This design comes from an exercise in tuning for small area, a short achievable clock period and few clock cycles per item on the open sky130 flow, not from production work.
RTL that was checked went through simulation tests only; none was proved equivalent to the original.
Power figures rest on the tool's default switching activity, not on a simulated workload.

## the baseline
==> flow/design.v <==
module data_mem_responder #(
  parameter int DEPTH   = 64,
  parameter int LATENCY = 2
) (
  input  logic        clk,
  input  logic        rst,
  input  logic        req_valid,
  output logic        req_ready,
  input  logic        req_we,
  input  logic [31:0] req_addr,
  input  logic [31:0] req_wdata,
  output logic        resp_valid,
  input  logic        resp_ready,
  output logic [31:0] resp_rdata,
  output logic        resp_err
);
  logic        v1_q;
  logic        wr1_q;     
  logic        rd1_q;     
  logic        err1_q;    
  logic [63:0] sel1_q;    
  logic [31:0] wd1_q;
  logic        v2_q;
  logic        rd2_q;
  logic        err2_q;
  logic [31:0] lo2_q, hi2_q;
  logic        v3_q;
  logic [31:0] rdata3_q, hold3_q;
  logic        err3_q, herr3_q;
  logic [31:0] mem [64];
  logic        full_q;    
  logic bad_in, adv3, adv2, adv1;
  assign bad_in    = (|req_addr[1:0]) || (|req_addr[31:8]);
  assign adv3      = !v3_q || resp_ready;
  assign adv2      = !v2_q || adv3;
  assign adv1      = !v1_q || adv2;
  assign req_ready = !full_q || resp_ready;
  assign resp_valid = v3_q;
  assign resp_rdata = rdata3_q;
  assign resp_err   = err3_q;
  logic [31:0] lo1, hi1;
  always_comb begin
    lo1 = 32'd0;
    hi1 = 32'd0;
    for (int w = 0; w < 32; w++) begin
      lo1 = lo1 | (mem[w] & {32{sel1_q[w]}});
      hi1 = hi1 | (mem[w+32] & {32{sel1_q[w+32]}});
    end
  end
  logic [31:0] res2;
  assign res2 = rd2_q ? (lo2_q | hi2_q) : 32'd0;
  always_ff @(posedge clk or posedge rst) begin
    if (rst) begin
      v1_q <= 1'b0;
      v2_q <= 1'b0;
      v3_q <= 1'b0;
      full_q <= 1'b0;
    end else begin
      full_q <= (adv1 ? req_valid : v1_q) && (adv2 ? v1_q : v2_q) && (adv3 ? v2_q : v3_q);
      if (adv1) v1_q <= req_valid;
      if (adv2) v2_q <= v1_q;
      if (adv3) v3_q <= v2_q;
    end
  end
  always_ff @(posedge clk) begin
    if (adv1) begin
      wr1_q  <= req_valid && req_we && !bad_in;
      rd1_q  <= !req_we && !bad_in;
      err1_q <= bad_in;
      wd1_q  <= req_wdata;
      for (int w = 0; w < 64; w++) sel1_q[w] <= (req_addr[7:2] == 6'(w));
    end
    if (adv2) begin
      rd2_q  <= rd1_q;
      err2_q <= err1_q;
      lo2_q  <= lo1;
      hi2_q  <= hi1;
    end
    if (adv3) begin
      hold3_q <= res2;
      herr3_q <= err2_q;
    end
    rdata3_q <= !adv3 ? hold3_q : (v2_q ? res2 : 32'd0);
    err3_q   <= !adv3 ? herr3_q : (v2_q && err2_q);
  end
  always_ff @(posedge clk) begin
    for (int w = 0; w < 64; w++) if (wr1_q && sel1_q[w]) mem[w] <= wd1_q;
  end
endmodule
clock: 5.0 ns
lec_check: 0
cap_margin: 20
core_margin: 2
core_utilization: 50
cts_buf_list: sky130_fd_sc_hd__clkbuf_16
cts_cluster_diameter: 60
cts_cluster_size: 24
gpl_timing_driven: 1
setup_slack_margin: 2.8
slew_margin: 20
standard.sh (not shown) runs the stock make flow with config.mk's settings and CLKGATE_MAP_FILE= SYNTH_SCRIPT=/design/flow/synth_recipe.tcl, a recipe that flattens the netlist after the stock synthesis.
==> flow/flow/run.sh <==
#!/bin/bash
# Standard layout with two changes: the ports are buffered with buf_2 cells
# instead of the delay cells buffer_ports picks by default, and clock tree
# synthesis inserts no dummy loads. Everything else is the standard.sh.
set -euo pipefail
export BUFFER_PORTS_ARGS="-buffer_cell sky130_fd_sc_hd__buf_2"
export CTS_ARGS="-sink_clustering_enable -repair_clock_nets -sink_clustering_size 24 -sink_clustering_max_diameter 60 -buf_list sky130_fd_sc_hd__clkbuf_16 -dont_use_dummy_load"
bash standard.sh finish > standard.log 2>&1
Testbench counts of the baseline, summed over its fixed seeds: cycles 4,824, items 4,800.
What the candidate does differently from the baseline at the input level:
==> flow/design.v <==
module data_mem_responder #(
  parameter int DEPTH   = 64,
  parameter int LATENCY = 2
) (
  input  logic        clk,
  input  logic        rst,
  input  logic        req_valid,
  output logic        req_ready,
  input  logic        req_we,
  input  logic [31:0] req_addr,
  input  logic [31:0] req_wdata,
  output logic        resp_valid,
  input  logic        resp_ready,
  output logic [31:0] resp_rdata,
  output logic        resp_err
);
  logic        v1_q;
  logic        err1_q;    
  logic [63:0] sel1_q;    
  logic        v2_q;
  logic        err2_q;
  logic [31:0] lo2_q, hi2_q;
  logic        v3_q;
  logic [31:0] rdata3_q, hold3_q;
  logic        err3_q, herr3_q;
  logic        full_q;    
  logic [31:0] mem [64];
  logic bad_in, acc, adv3, adv2, adv1;
  assign bad_in    = (|req_addr[1:0]) || (|req_addr[31:8]);
  assign adv3      = !v3_q || resp_ready;
  assign adv2      = !v2_q || adv3;
  assign adv1      = !v1_q || adv2;
  assign req_ready = !full_q || resp_ready;
  assign acc       = req_valid && req_ready;
  assign resp_valid = v3_q;
  assign resp_rdata = rdata3_q;
  assign resp_err   = err3_q;
  logic [31:0] lo1, hi1;
  always_comb begin
    lo1 = 32'd0;
    hi1 = 32'd0;
    for (int w = 0; w < 32; w++) begin
      lo1 = lo1 | (mem[w] & {32{sel1_q[w]}});
      hi1 = hi1 | (mem[w+32] & {32{sel1_q[w+32]}});
    end
  end
  logic [31:0] res2;
  assign res2 = lo2_q | hi2_q;
  always_ff @(posedge clk or posedge rst) begin
    if (rst) begin
      v1_q   <= 1'b0;
      v2_q   <= 1'b0;
      v3_q   <= 1'b0;
      full_q <= 1'b0;
    end else begin
      if (adv1) v1_q <= req_valid;
      if (adv2) v2_q <= v1_q;
      if (adv3) v3_q <= v2_q;
      full_q <= (adv1 ? req_valid : v1_q) && (adv2 ? v1_q : v2_q) && (adv3 ? v2_q : v3_q);
    end
  end
  always_ff @(posedge clk) begin
    if (adv1) begin
      err1_q <= bad_in;
      for (int w = 0; w < 64; w++) sel1_q[w] <= !req_we && !bad_in && (req_addr[7:2] == 6'(w));
    end
    if (adv2) begin
      err2_q <= err1_q;
      lo2_q  <= lo1;
      hi2_q  <= hi1;
    end
    if (adv3) begin
      hold3_q <= res2;
      herr3_q <= err2_q;
    end
    rdata3_q <= !adv3 ? hold3_q : (v2_q ? res2 : 32'd0);
    err3_q   <= !adv3 ? herr3_q : (v2_q && err2_q);
  end
  always_ff @(posedge clk) begin
    if (acc && req_we && !bad_in && !rst) mem[req_addr[7:2]] <= req_wdata;
  end
endmodule
Findings:
The candidate finished all stages; the layout is clean. Summary of the candidate over the baseline: wire length grew by about 45%, worst hold slack +0.030 ns, setup slack after layout has decreased, post-layout instance count excluding filler cells went up about 4.5%, critical path depth has increased. Summary of the comparison: synthesized area per cell is lower in the candidate, relative to the baseline. Taking the baseline as the reference, in the candidate share of power burned in combinational logic decreased 3.0 points; post-synthesis simple-gate area fraction grew by 1.4 points; synthesized area went down by 1.7%. The baseline gets by with more registers than the candidate. Taking the baseline over the candidate, the power ratio works out to 1.07. Of the baseline and the candidate, the candidate shows the higher area of combinational cells with multiple inputs, with the baseline below it. The candidate reports its cell with the largest stage delay on the worst path as sky130_fd_sc_hd__nor4_4 while the baseline reports sky130_fd_sc_hd__or4_1.
Function not checked in the candidate: the RTL went through the layout flow alone.


data_mem_responder again, from the RTL that the note above started with.
==> module data_mem_responder, before the edit <==
module data_mem_responder #(
  parameter int DEPTH   = 64,
  parameter int LATENCY = 2
) (
  input  logic        clk,
  input  logic        rst,
  input  logic        req_valid,
  output logic        req_ready,
  input  logic        req_we,
  input  logic [31:0] req_addr,
  input  logic [31:0] req_wdata,
  output logic        resp_valid,
  input  logic        resp_ready,
  output logic [31:0] resp_rdata,
  output logic        resp_err
);
  logic        v1_q;
  logic        wr1_q;     
  logic        rd1_q;     
  logic        err1_q;    
  logic [63:0] sel1_q;    
  logic [31:0] wd1_q;
  logic        v2_q;
  logic        rd2_q;
  logic        err2_q;
  logic [31:0] lo2_q, hi2_q;
  logic        v3_q;
  logic [31:0] rdata3_q, hold3_q;
  logic        err3_q, herr3_q;
  logic [31:0] mem [64];
  logic        full_q;    
  logic bad_in, adv3, adv2, adv1;
  assign bad_in    = (|req_addr[1:0]) || (|req_addr[31:8]);
  assign adv3      = !v3_q || resp_ready;
  assign adv2      = !v2_q || adv3;
  assign adv1      = !v1_q || adv2;
  assign req_ready = !full_q || resp_ready;
  assign resp_valid = v3_q;
  assign resp_rdata = rdata3_q;
  assign resp_err   = err3_q;
  logic [31:0] lo1, hi1;
  always_comb begin
    lo1 = 32'd0;
    hi1 = 32'd0;
    for (int w = 0; w < 32; w++) begin
      lo1 = lo1 | (mem[w] & {32{sel1_q[w]}});
      hi1 = hi1 | (mem[w+32] & {32{sel1_q[w+32]}});
    end
  end
  logic [31:0] res2;
  assign res2 = rd2_q ? (lo2_q | hi2_q) : 32'd0;
  always_ff @(posedge clk or posedge rst) begin
    if (rst) begin
      v1_q <= 1'b0;
      v2_q <= 1'b0;
      v3_q <= 1'b0;
      full_q <= 1'b0;
    end else begin
      full_q <= (adv1 ? req_valid : v1_q) && (adv2 ? v1_q : v2_q) && (adv3 ? v2_q : v3_q);
      if (adv1) v1_q <= req_valid;
      if (adv2) v2_q <= v1_q;
      if (adv3) v3_q <= v2_q;
    end
  end
  always_ff @(posedge clk) begin
    if (adv1) begin
      wr1_q  <= req_valid && req_we && !bad_in;
      rd1_q  <= !req_we && !bad_in;
      err1_q <= bad_in;
      wd1_q  <= req_wdata;
      for (int w = 0; w < 64; w++) sel1_q[w] <= (req_addr[7:2] == 6'(w));
    end
    if (adv2) begin
      rd2_q  <= rd1_q;
      err2_q <= err1_q;
      lo2_q  <= lo1;
      hi2_q  <= hi1;
    end
    if (adv3) begin
      hold3_q <= res2;
      herr3_q <= err2_q;
    end
    rdata3_q <= !adv3 ? hold3_q : (v2_q ? res2 : 32'd0);
    err3_q   <= !adv3 ? herr3_q : (v2_q && err2_q);
  end
  always_ff @(posedge clk) begin
    for (int w = 0; w < 64; w++) if (wr1_q && sel1_q[w]) mem[w] <= wd1_q;
  end
endmodule
Settings: LEC_CHECK=0, CAP_MARGIN=20, CORE_MARGIN=2, CORE_UTILIZATION=50, CTS_BUF_LIST=sky130_fd_sc_hd__clkbuf_16, CTS_CLUSTER_DIAMETER=60, CTS_CLUSTER_SIZE=24, GPL_TIMING_DRIVEN=1, SETUP_SLACK_MARGIN=2.8, SLEW_MARGIN=20, TNS_END_PERCENT=3; clock period 5.0 ns.
Scripts as last shown in full above: flow/flow/run.sh
The starting point finished clean.
Testbench counts at the start, summed over its fixed seeds: cycles 4,824, items 4,800.
Rerun with:
--- a/flow/design.v
+++ b/flow/design.v
@@ -22,14 +22,14 @@
   logic [31:0] wd1_q;
   logic        v2_q;
   logic        rd2_q;
   logic        err2_q;
   logic [31:0] lo2_q, hi2_q;
   logic        v3_q;
-  logic [31:0] rdata3_q, hold3_q;
-  logic        err3_q, herr3_q;
+  logic [31:0] rdata3_q;
+  logic        err3_q;
   logic [31:0] mem [64];
   logic        full_q;    
   logic bad_in, adv3, adv2, adv1;
   assign bad_in    = (|req_addr[1:0]) || (|req_addr[31:8]);
   assign adv3      = !v3_q || resp_ready;
   assign adv2      = !v2_q || adv3;
@@ -74,16 +74,14 @@
       rd2_q  <= rd1_q;
       err2_q <= err1_q;
       lo2_q  <= lo1;
       hi2_q  <= hi1;
     end
     if (adv3) begin
-      hold3_q <= res2;
-      herr3_q <= err2_q;
+      rdata3_q <= res2;
+      err3_q   <= err2_q;
     end
-    rdata3_q <= !adv3 ? hold3_q : (v2_q ? res2 : 32'd0);
-    err3_q   <= !adv3 ? herr3_q : (v2_q && err2_q);
   end
   always_ff @(posedge clk) begin
     for (int w = 0; w < 64; w++) if (wr1_q && sel1_q[w]) mem[w] <= wd1_q;
   end
 endmodule
Effect:
- The changed run went through all stages and came out clean
- first-iteration DRC count grows by 23%
- sequential power hardly moves
- worst hold slack improved by 0.0062 ns
- global-route usage grows by 0.59 points
- die area shrinks by 1.2%
- cell area shrinks by 1.1%
- critical path depth stays the same
- via count grows by 0.96%
- routed wire length grows by 2.4%
- sequential cell count shrinks by 33
- clock power barely changes
- count of clock-buffer cells in the layout shrinks by 2
- non-clock buffer count shrinks by 17
- setup slack got worse by 0.060 ns
Testbench counts after the change, summed over its fixed seeds: cycles 4,824, items 4,800.


Starting RTL as in the previous note.
// data_mem_responder
module data_mem_responder #(
  parameter int DEPTH   = 64,
  parameter int LATENCY = 2
) (
  input  logic        clk,
  input  logic        rst,
  input  logic        req_valid,
  output logic        req_ready,
  input  logic        req_we,
  input  logic [31:0] req_addr,
  input  logic [31:0] req_wdata,
  output logic        resp_valid,
  input  logic        resp_ready,
  output logic [31:0] resp_rdata,
  output logic        resp_err
);
  logic        v1_q;
  logic        wr1_q;     
  logic        rd1_q;     
  logic        err1_q;    
  logic [63:0] sel1_q;    
  logic [31:0] wd1_q;
  logic        v2_q;
  logic        rd2_q;
  logic        err2_q;
  logic [31:0] lo2_q, hi2_q;
  logic        v3_q;
  logic [31:0] rdata3_q, hold3_q;
  logic        err3_q, herr3_q;
  logic [31:0] mem [64];
  logic        full_q;    
  logic bad_in, adv3, adv2, adv1;
  assign bad_in    = (|req_addr[1:0]) || (|req_addr[31:8]);
  assign adv3      = !v3_q || resp_ready;
  assign adv2      = !v2_q || adv3;
  assign adv1      = !v1_q || adv2;
  assign req_ready = !full_q || resp_ready;
  assign resp_valid = v3_q;
  assign resp_rdata = rdata3_q;
  assign resp_err   = err3_q;
  logic [31:0] lo1, hi1;
  always_comb begin
    lo1 = 32'd0;
    hi1 = 32'd0;
    for (int w = 0; w < 32; w++) begin
      lo1 = lo1 | (mem[w] & {32{sel1_q[w]}});
      hi1 = hi1 | (mem[w+32] & {32{sel1_q[w+32]}});
    end
  end
  logic [31:0] res2;
  assign res2 = rd2_q ? (lo2_q | hi2_q) : 32'd0;
  always_ff @(posedge clk or posedge rst) begin
    if (rst) begin
      v1_q <= 1'b0;
      v2_q <= 1'b0;
      v3_q <= 1'b0;
      full_q <= 1'b0;
    end else begin
      full_q <= (adv1 ? req_valid : v1_q) && (adv2 ? v1_q : v2_q) && (adv3 ? v2_q : v3_q);
      if (adv1) v1_q <= req_valid;
      if (adv2) v2_q <= v1_q;
      if (adv3) v3_q <= v2_q;
    end
  end
  always_ff @(posedge clk) begin
    if (adv1) begin
      wr1_q  <= req_valid && req_we && !bad_in;
      rd1_q  <= !req_we && !bad_in;
      err1_q <= bad_in;
      wd1_q  <= req_wdata;
  ...
export LEC_CHECK = 0
export CAP_MARGIN = 20
export CORE_MARGIN = 2
export CORE_UTILIZATION = 50
export CTS_BUF_LIST = sky130_fd_sc_hd__clkbuf_16
export CTS_CLUSTER_DIAMETER = 60
export CTS_CLUSTER_SIZE = 24
export GPL_TIMING_DRIVEN = 1
export SETUP_SLACK_MARGIN = 2.4
export SLEW_MARGIN = 20
create_clock -name core_clock -period 5.0 [get_ports {clk}]
run.sh (not shown) runs the stock make flow with config.mk's settings and CLKGATE_MAP_FILE= SYNTH_SCRIPT=/design/flow/synth_recipe.tcl, a recipe that flattens the netlist after the stock synthesis.
Stock flow here: none of the scripts above is used.
Testbench counts at the start, summed over its fixed seeds: cycles 4,824, items 4,800.
==> next run, changes <==
--- a/flow/design.v
+++ b/flow/design.v
@@ -21,11 +21,11 @@
   logic [63:0] sel1_q;    
   logic [31:0] wd1_q;
   logic        v2_q;
   logic        rd2_q;
   logic        err2_q;
-  logic [31:0] lo2_q, hi2_q;
+  logic [31:0] part2_q [4];
   logic        v3_q;
   logic [31:0] rdata3_q, hold3_q;
   logic        err3_q, herr3_q;
   logic [31:0] mem [64];
   logic        full_q;    
@@ -36,21 +36,19 @@
   assign adv1      = !v1_q || adv2;
   assign req_ready = !full_q || resp_ready;
   assign resp_valid = v3_q;
   assign resp_rdata = rdata3_q;
   assign resp_err   = err3_q;
-  logic [31:0] lo1, hi1;
+  logic [31:0] part1 [4];
   always_comb begin
-    lo1 = 32'd0;
-    hi1 = 32'd0;
-    for (int w = 0; w < 32; w++) begin
-      lo1 = lo1 | (mem[w] & {32{sel1_q[w]}});
-      hi1 = hi1 | (mem[w+32] & {32{sel1_q[w+32]}});
+    for (int g = 0; g < 4; g++) begin
+      part1[g] = 32'd0;
+      for (int w = 0; w < 16; w++) part1[g] = part1[g] | (mem[16*g+w] & {32{sel1_q[16*g+w]}});
     end
   end
   logic [31:0] res2;
-  assign res2 = rd2_q ? (lo2_q | hi2_q) : 32'd0;
+  assign res2 = rd2_q ? (part2_q[0] | part2_q[1] | part2_q[2] | part2_q[3]) : 32'd0;
   always_ff @(posedge clk or posedge rst) begin
     if (rst) begin
       v1_q <= 1'b0;
       v2_q <= 1'b0;
       v3_q <= 1'b0;
@@ -71,12 +69,11 @@
       for (int w = 0; w < 64; w++) sel1_q[w] <= (req_addr[7:2] == 6'(w));
     end
     if (adv2) begin
       rd2_q  <= rd1_q;
       err2_q <= err1_q;
-      lo2_q  <= lo1;
-      hi2_q  <= hi1;
+      for (int g = 0; g < 4; g++) part2_q[g] <= part1[g];
     end
     if (adv3) begin
       hold3_q <= res2;
       herr3_q <= err2_q;
     end
What happened:
- hold slack gets worse by 13 ps
- final area rises by 2.5%
- maximum frequency shrinks by 0.97%
- global-route usage grows by 1.1 points
- cell count fell by 1.0%
- total power went up by 4.3%
- non-clock buffer count goes down by 25
- area after synthesis rose by 1.7%
- flip-flop and latch count is higher by 64
- first-iteration DRC count goes up by 9.0%
Only the layout flow was run in the second run of this note; the RTL was not checked for function there.

[separate check: timing with driven ports]
The flow's constraints put no driver on any port. The routed layouts listed below were extracted and timed again, unchanged, in two steps. Step 1 sets driving cells, clkbuf_16 on the clock port and buf_2 on the other inputs (assumed; they add their load-dependent delay and slew). Step 2, shift: input delay + t, output delay - t, t = (earliest + latest rising clock arrival at the registers) / 2. This alone moves slack from input paths to output paths. a / b / c = no drivers / after step 1 / after step 2; a / b = the first two.
run	t, ns	setup slack, ns	worst setup path after step 2	worst register clock-pin slew, ns	worst data-port slew with drivers (ns)
the baseline	0.863	2.557 / 2.540 / 2.199	input to register	0.10 / 0.10	0.21
the candidate	0.877	2.518 / 2.517 / 1.698	input to register	0.10 / 0.10	0.14
the first run of note 2	0.862	2.541 / 2.539 / 1.932	input to register	0.10 / 0.10	0.20
the second run of note 2	0.852	2.481 / 2.471 / 1.982	input to register	0.10 / 0.10	0.20
the first run of note 3	0.891	2.403 / 2.376 / 1.990	input to register	0.10 / 0.10	0.17
the second run of note 3	0.897	2.377 / 2.358 / 1.854	input to register	0.10 / 0.10	0.19
After both steps every run listed still meets setup and hold. For the candidate, which loses most, drivers alone change the setup slack by -0.001 ns; drivers and shift together by -0.820 ns.
